This is an optimization exercise on Yosys and OpenROAD, whose aim is small area, not a production implementation.
In this exercise RTL edits were held to simulation tests only and were not proved equivalent to the original.

job 1172:
==> flow/design.v <==
`default_nettype none
package sp_pixel_pkg;
    localparam int PIX_W   = 12;
    localparam int PIX_MAX = (1 << PIX_W) - 1;   
    localparam int WIN_N   = 5;
    localparam int WIN_MID = WIN_N / 2;   
    typedef logic [PIX_W-1:0] pixel_t;
    typedef union packed {
        logic [WIN_N*PIX_W-1:0] flat;
        pixel_t [0:WIN_N-1]     pix;
    } column_t;
    localparam int QUANT       = 68;
    localparam int QUANT_SHIFT = 4;
endpackage
`default_nettype wire
`default_nettype none
package sp_ctrl_pkg;
    typedef enum logic [1:0] {
        IDLE = 2'd0,   
        FILL = 2'd1,   
        RUN  = 2'd2    
    } win_state_t;
    localparam int CALC_LAT = 4;
    localparam int TOP_LAT = CALC_LAT + 1;
endpackage
`default_nettype wire
`timescale 1ns/1ps
`default_nettype none
module sp_noise_removal
#(
    parameter int SIGMA = 160
) (
    input  logic        clk,
    input  logic        rst_n,
    input  logic        en_i,
    input  logic [59:0] col_i,
    input  logic        border_pass_i,
    output logic [11:0] data_o,
    output logic        en_o
);
    localparam int THRESH = (SIGMA * 68) >> 4;   
    localparam logic [11:0] LO_LIM = 12'(THRESH);          
    localparam logic [11:0] HI_LIM = 12'(4095 - THRESH);   
    logic [11:0] r0, r1, r2, r3, r4;
    assign r0 = col_i[59:48];
    assign r1 = col_i[47:36];
    assign r2 = col_i[35:24];
    assign r3 = col_i[23:12];
    assign r4 = col_i[11:0];
    logic [11:0] p0_1, p0_2, p0_3, p0_4, p0_5;
    logic [11:0] p1_1, p1_2, p1_3, p1_4;
    logic [11:0] p2_1, p2_2, p2_3, p2_4, p2_5;
    logic [11:0] p3_1, p3_2, p3_3, p3_4;
    logic [11:0] p4_1, p4_2, p4_3, p4_4, p4_5;
    always_ff @(posedge clk) begin
        p0_1 <= r0; p0_2 <= p0_1; p0_3 <= p0_2; p0_4 <= p0_3; p0_5 <= p0_4;
        p1_1 <= r1; p1_2 <= p1_1; p1_3 <= p1_2; p1_4 <= p1_3;
        p2_1 <= r2; p2_2 <= p2_1; p2_3 <= p2_2; p2_4 <= p2_3; p2_5 <= p2_4;
        p3_1 <= r3; p3_2 <= p3_1; p3_3 <= p3_2; p3_4 <= p3_3;
        p4_1 <= r4; p4_2 <= p4_1; p4_3 <= p4_2; p4_4 <= p4_3; p4_5 <= p4_4;
    end
    function automatic logic [11:0] absd(input logic [11:0] a, input logic [11:0] b);
        logic [11:0] p, g, pp, gg, c;
        logic        gt;
        p = ~(a ^ b);
        g = a & ~b;
        pp = p;
        gg = g;
        for (int l = 0; l < 4; l++) begin
            for (int i = 0; i < 12; i++) begin
                if ((i >> l) & 1) begin
                    gg[i] = gg[i] | (pp[i] & gg[((i >> l) << l) - 1]);
                    pp[i] = pp[i] & pp[((i >> l) << l) - 1];
                end
            end
        end
        gt = gg[11];
        c[0] = gt;
        for (int i = 1; i < 12; i++) c[i] = gg[i-1] | (pp[i-1] & gt);
        absd = p ^ c ^ {12{~gt}};
    endfunction
    function automatic logic [12:0] gsum(input logic [11:0] x, input logic [11:0] y);
        gsum = {1'b0, x} + {1'b0, y};
    endfunction
    function automatic logic [11:0] intp4(input logic [11:0] oa, input logic [11:0] ob,
                                          input logic [11:0] ia, input logic [11:0] ib);
        logic [10:0] x, y, z, w;
        logic [11:0] s1, c1, s2, c2;
        logic [12:0] t;
        x = oa[11:1];
        y = ob[11:1];
        z = ia[11:1];
        w = ib[11:1];
        s1 = {1'b0, x ^ y ^ z};
        c1 = {(x & y) | (x & z) | (y & z), 1'b0};
        s2 = s1 ^ c1 ^ {1'b0, w};
        c2 = {(s1[10:0] & c1[10:0]) | (s1[10:0] & w) | (c1[10:0] & w), 1'b0};
        t = {1'b0, s2} + {1'b0, c2} + {12'd0, oa[0] | ob[0]} + {12'd0, ia[0] | ib[0]} + 13'd1;
        intp4 = t[12:1];
    endfunction
    logic [12:0] g_h, g_v, g_d, g_z;
    assign g_h = gsum(absd(r2,   p2_4), absd(p2_1, p2_3));
    assign g_v = gsum(absd(p0_2, p4_2), absd(p1_2, p3_2));
    assign g_d = gsum(absd(r0,   p4_4), absd(p1_1, p3_3));
    assign g_z = gsum(absd(p0_4, r4  ), absd(p1_3, p3_1));
    logic lt_vh, lt_dh, lt_zh, lt_dv, lt_zv, lt_zd;
    assign lt_vh = g_v < g_h;
    assign lt_dh = g_d < g_h;
    assign lt_zh = g_z < g_h;
    assign lt_dv = g_d < g_v;
    assign lt_zv = g_z < g_v;
    assign lt_zd = g_z < g_d;
    logic [1:0] dir;   
    always_comb begin
        if (lt_zh && lt_zv && lt_zd)       dir = 2'd3;
        else if (lt_dh && lt_dv)           dir = 2'd2;
        else if (lt_vh)                    dir = 2'd1;
        else                               dir = 2'd0;
    end
    logic [1:0] dir_q;
    logic       border_q;
    always_ff @(posedge clk) begin
        dir_q    <= dir;
        border_q <= border_pass_i;
    end
    logic [11:0] oa, ob, ia, ib;
    always_comb begin
        case (dir_q)
            2'd0:    begin oa = p2_1; ob = p2_5; ia = p2_2; ib = p2_4; end
            2'd1:    begin oa = p0_3; ob = p4_3; ia = p1_3; ib = p3_3; end
            2'd2:    begin oa = p0_1; ob = p4_5; ia = p1_2; ib = p3_4; end
            default: begin oa = p0_5; ob = p4_1; ia = p1_4; ib = p3_2; end
        endcase
    end
    logic [11:0] intp;
    assign intp = intp4(oa, ob, ia, ib);
    logic replace;
    assign replace = !border_q &&
                     (((p2_3 == 12'd0)   && (intp > LO_LIM)) ||
                      ((p2_3 == 12'hfff) && (intp < HI_LIM)));
    always_ff @(posedge clk) begin
        data_o <= replace ? intp : p2_3;
    end
    logic [2:0] run_q;
    logic       full;
    logic       v1_q;
    assign full = run_q[2];
    always_ff @(posedge clk or negedge rst_n) begin
        if (!rst_n) begin
            run_q <= '0;
            v1_q  <= 1'b0;
            en_o  <= 1'b0;
        end else begin
            run_q <= !en_i ? 3'd0 : (full ? run_q : run_q + 3'd1);
            v1_q  <= en_i && full;
            en_o  <= v1_q;
        end
    end
endmodule
`default_nettype wire
clock: 6.0 ns
lec_check: 0
abc_area: 1
cap_margin: 20
core_margin: 2
core_utilization: 40
gpl_timing_driven: 0
slew_margin: 20
run.sh (not shown) runs the stock make flow with config.mk's settings and CLKGATE_MAP_FILE= SYNTH_SCRIPT=/design/flow/synth_recipe.tcl, a recipe that flattens the netlist after the stock synthesis.
Job 1172 reached the final stage; the timing, design-rule and antenna checks on its layout passed.
> inputs changed (job 1172 -> job 8438)
--- a/flow/design.v
+++ b/flow/design.v
@@ -57,54 +57,28 @@
         p1_1 <= r1; p1_2 <= p1_1; p1_3 <= p1_2; p1_4 <= p1_3;
         p2_1 <= r2; p2_2 <= p2_1; p2_3 <= p2_2; p2_4 <= p2_3; p2_5 <= p2_4;
         p3_1 <= r3; p3_2 <= p3_1; p3_3 <= p3_2; p3_4 <= p3_3;
         p4_1 <= r4; p4_2 <= p4_1; p4_3 <= p4_2; p4_4 <= p4_3; p4_5 <= p4_4;
     end
-    function automatic logic [11:0] absd(input logic [11:0] a, input logic [11:0] b);
-        logic [11:0] p, g, pp, gg, c;
-        logic        gt;
-        p = ~(a ^ b);
-        g = a & ~b;
-        pp = p;
-        gg = g;
-        for (int l = 0; l < 4; l++) begin
-            for (int i = 0; i < 12; i++) begin
-                if ((i >> l) & 1) begin
-                    gg[i] = gg[i] | (pp[i] & gg[((i >> l) << l) - 1]);
-                    pp[i] = pp[i] & pp[((i >> l) << l) - 1];
-                end
-            end
-        end
-        gt = gg[11];
-        c[0] = gt;
-        for (int i = 1; i < 12; i++) c[i] = gg[i-1] | (pp[i-1] & gt);
-        absd = p ^ c ^ {12{~gt}};
+    function automatic logic [12:0] sdiff(input logic [11:0] a, input logic [11:0] b);
+        logic [12:0] e;
+        e = {1'b0, a} + {1'b0, ~b};
+        sdiff = {e[12], e[11:0] ^ {12{~e[12]}}};
     endfunction
-    function automatic logic [12:0] gsum(input logic [11:0] x, input logic [11:0] y);
-        gsum = {1'b0, x} + {1'b0, y};
+    function automatic logic [12:0] gsum(input logic [12:0] x, input logic [12:0] y);
+        gsum = {1'b0, x[11:0]} + {1'b0, y[11:0]} + {12'd0, x[12]} + {12'd0, y[12]};
     endfunction
-    function automatic logic [11:0] intp4(input logic [11:0] oa, input logic [11:0] ob,
-                                          input logic [11:0] ia, input logic [11:0] ib);
-        logic [10:0] x, y, z, w;
-        logic [11:0] s1, c1, s2, c2;
-        logic [12:0] t;
-        x = oa[11:1];
-        y = ob[11:1];
-        z = ia[11:1];
-        w = ib[11:1];
-        s1 = {1'b0, x ^ y ^ z};
-        c1 = {(x & y) | (x & z) | (y & z), 1'b0};
-        s2 = s1 ^ c1 ^ {1'b0, w};
-        c2 = {(s1[10:0] & c1[10:0]) | (s1[10:0] & w) | (c1[10:0] & w), 1'b0};
-        t = {1'b0, s2} + {1'b0, c2} + {12'd0, oa[0] | ob[0]} + {12'd0, ia[0] | ib[0]} + 13'd1;
-        intp4 = t[12:1];
+    function automatic logic [11:0] avg(input logic [11:0] a, input logic [11:0] b);
+        logic [12:0] s;
+        s = {1'b0, a} + {1'b0, b} + 13'd1;
+        avg = s[12:1];
     endfunction
     logic [12:0] g_h, g_v, g_d, g_z;
-    assign g_h = gsum(absd(r2,   p2_4), absd(p2_1, p2_3));
-    assign g_v = gsum(absd(p0_2, p4_2), absd(p1_2, p3_2));
-    assign g_d = gsum(absd(r0,   p4_4), absd(p1_1, p3_3));
-    assign g_z = gsum(absd(p0_4, r4  ), absd(p1_3, p3_1));
+    assign g_h = gsum(sdiff(r2,   p2_4), sdiff(p2_1, p2_3));
+    assign g_v = gsum(sdiff(p0_2, p4_2), sdiff(p1_2, p3_2));
+    assign g_d = gsum(sdiff(r0,   p4_4), sdiff(p1_1, p3_3));
+    assign g_z = gsum(sdiff(p0_4, r4  ), sdiff(p1_3, p3_1));
     logic lt_vh, lt_dh, lt_zh, lt_dv, lt_zv, lt_zd;
     assign lt_vh = g_v < g_h;
     assign lt_dh = g_d < g_h;
     assign lt_zh = g_z < g_h;
     assign lt_dv = g_d < g_v;
@@ -131,11 +105,11 @@
             2'd2:    begin oa = p0_1; ob = p4_5; ia = p1_2; ib = p3_4; end
             default: begin oa = p0_5; ob = p4_1; ia = p1_4; ib = p3_2; end
         endcase
     end
     logic [11:0] intp;
-    assign intp = intp4(oa, ob, ia, ib);
+    assign intp = avg(avg(oa, ob), avg(ia, ib));
     logic replace;
     assign replace = !border_q &&
                      (((p2_3 == 12'd0)   && (intp > LO_LIM)) ||
                       ((p2_3 == 12'hfff) && (intp < HI_LIM)));
     always_ff @(posedge clk) begin
Notes after the runs:
Changes observed in job 8438 relative to job 1172: number of antenna violations at the first check in global routing moved up, via-per-instance ratio now sits higher, signed area change from the synthesized netlist to the final layout grew by 4.0 points, length of the first detailed-routing pass in iterations increased by 2 relative to the old numbers.
Taking job 1172 as 1.0, job 8438 lands at 1.09 on wire length reported by the detailed router.
Diff job 1172 -> job 8438: clock network area share rose by 0.42 points, achievable clock frequency fell by 1.9%, basic-gate share of the synthesized area counting and, or, nand and nor cells fell by 1.5 points.
When the final numbers for job 1172 and job 8438 were put side by side, the ratio of final minimum period to clock period turned out to be greater in job 8438.
Between job 8438 and job 1172, it is job 8438 whose layout buffer count excluding clock buffers is higher, by 29.
[diff] final cell area excluding filler cells, job 8438 relative to job 1172: regression

## static timing again, ports no longer ideal
Ports are ideal in the flow. The routed layouts listed here were re-timed in OpenROAD.
Step 1: set_driving_cell puts a clkbuf_16 on clk and a buf_2 on each other input, an assumption about the parent block.
Step 2 times the ports against the registers' clock, not the clock port: input delays grow and output delays shrink by t, the midpoint of the rising clock arrivals with the driver on.
Slacks: ideal ports / drivers / drivers and shift; pairs: ideal ports / drivers.
run	t (ns)	setup WS [ns]	clock arrival spread, ns
job 1172	0.619	0.317 / 0.349 / -0.270	0.011 / 0.011
job 8438	0.591	0.208 / 0.234 / -0.357	0.024 / 0.025
Met with ideal ports but missed after step 2: setup timing in job 1172 and job 8438. For job 1172, which loses most, drivers alone change the setup slack by +0.032 ns; drivers and shift together by -0.587 ns.
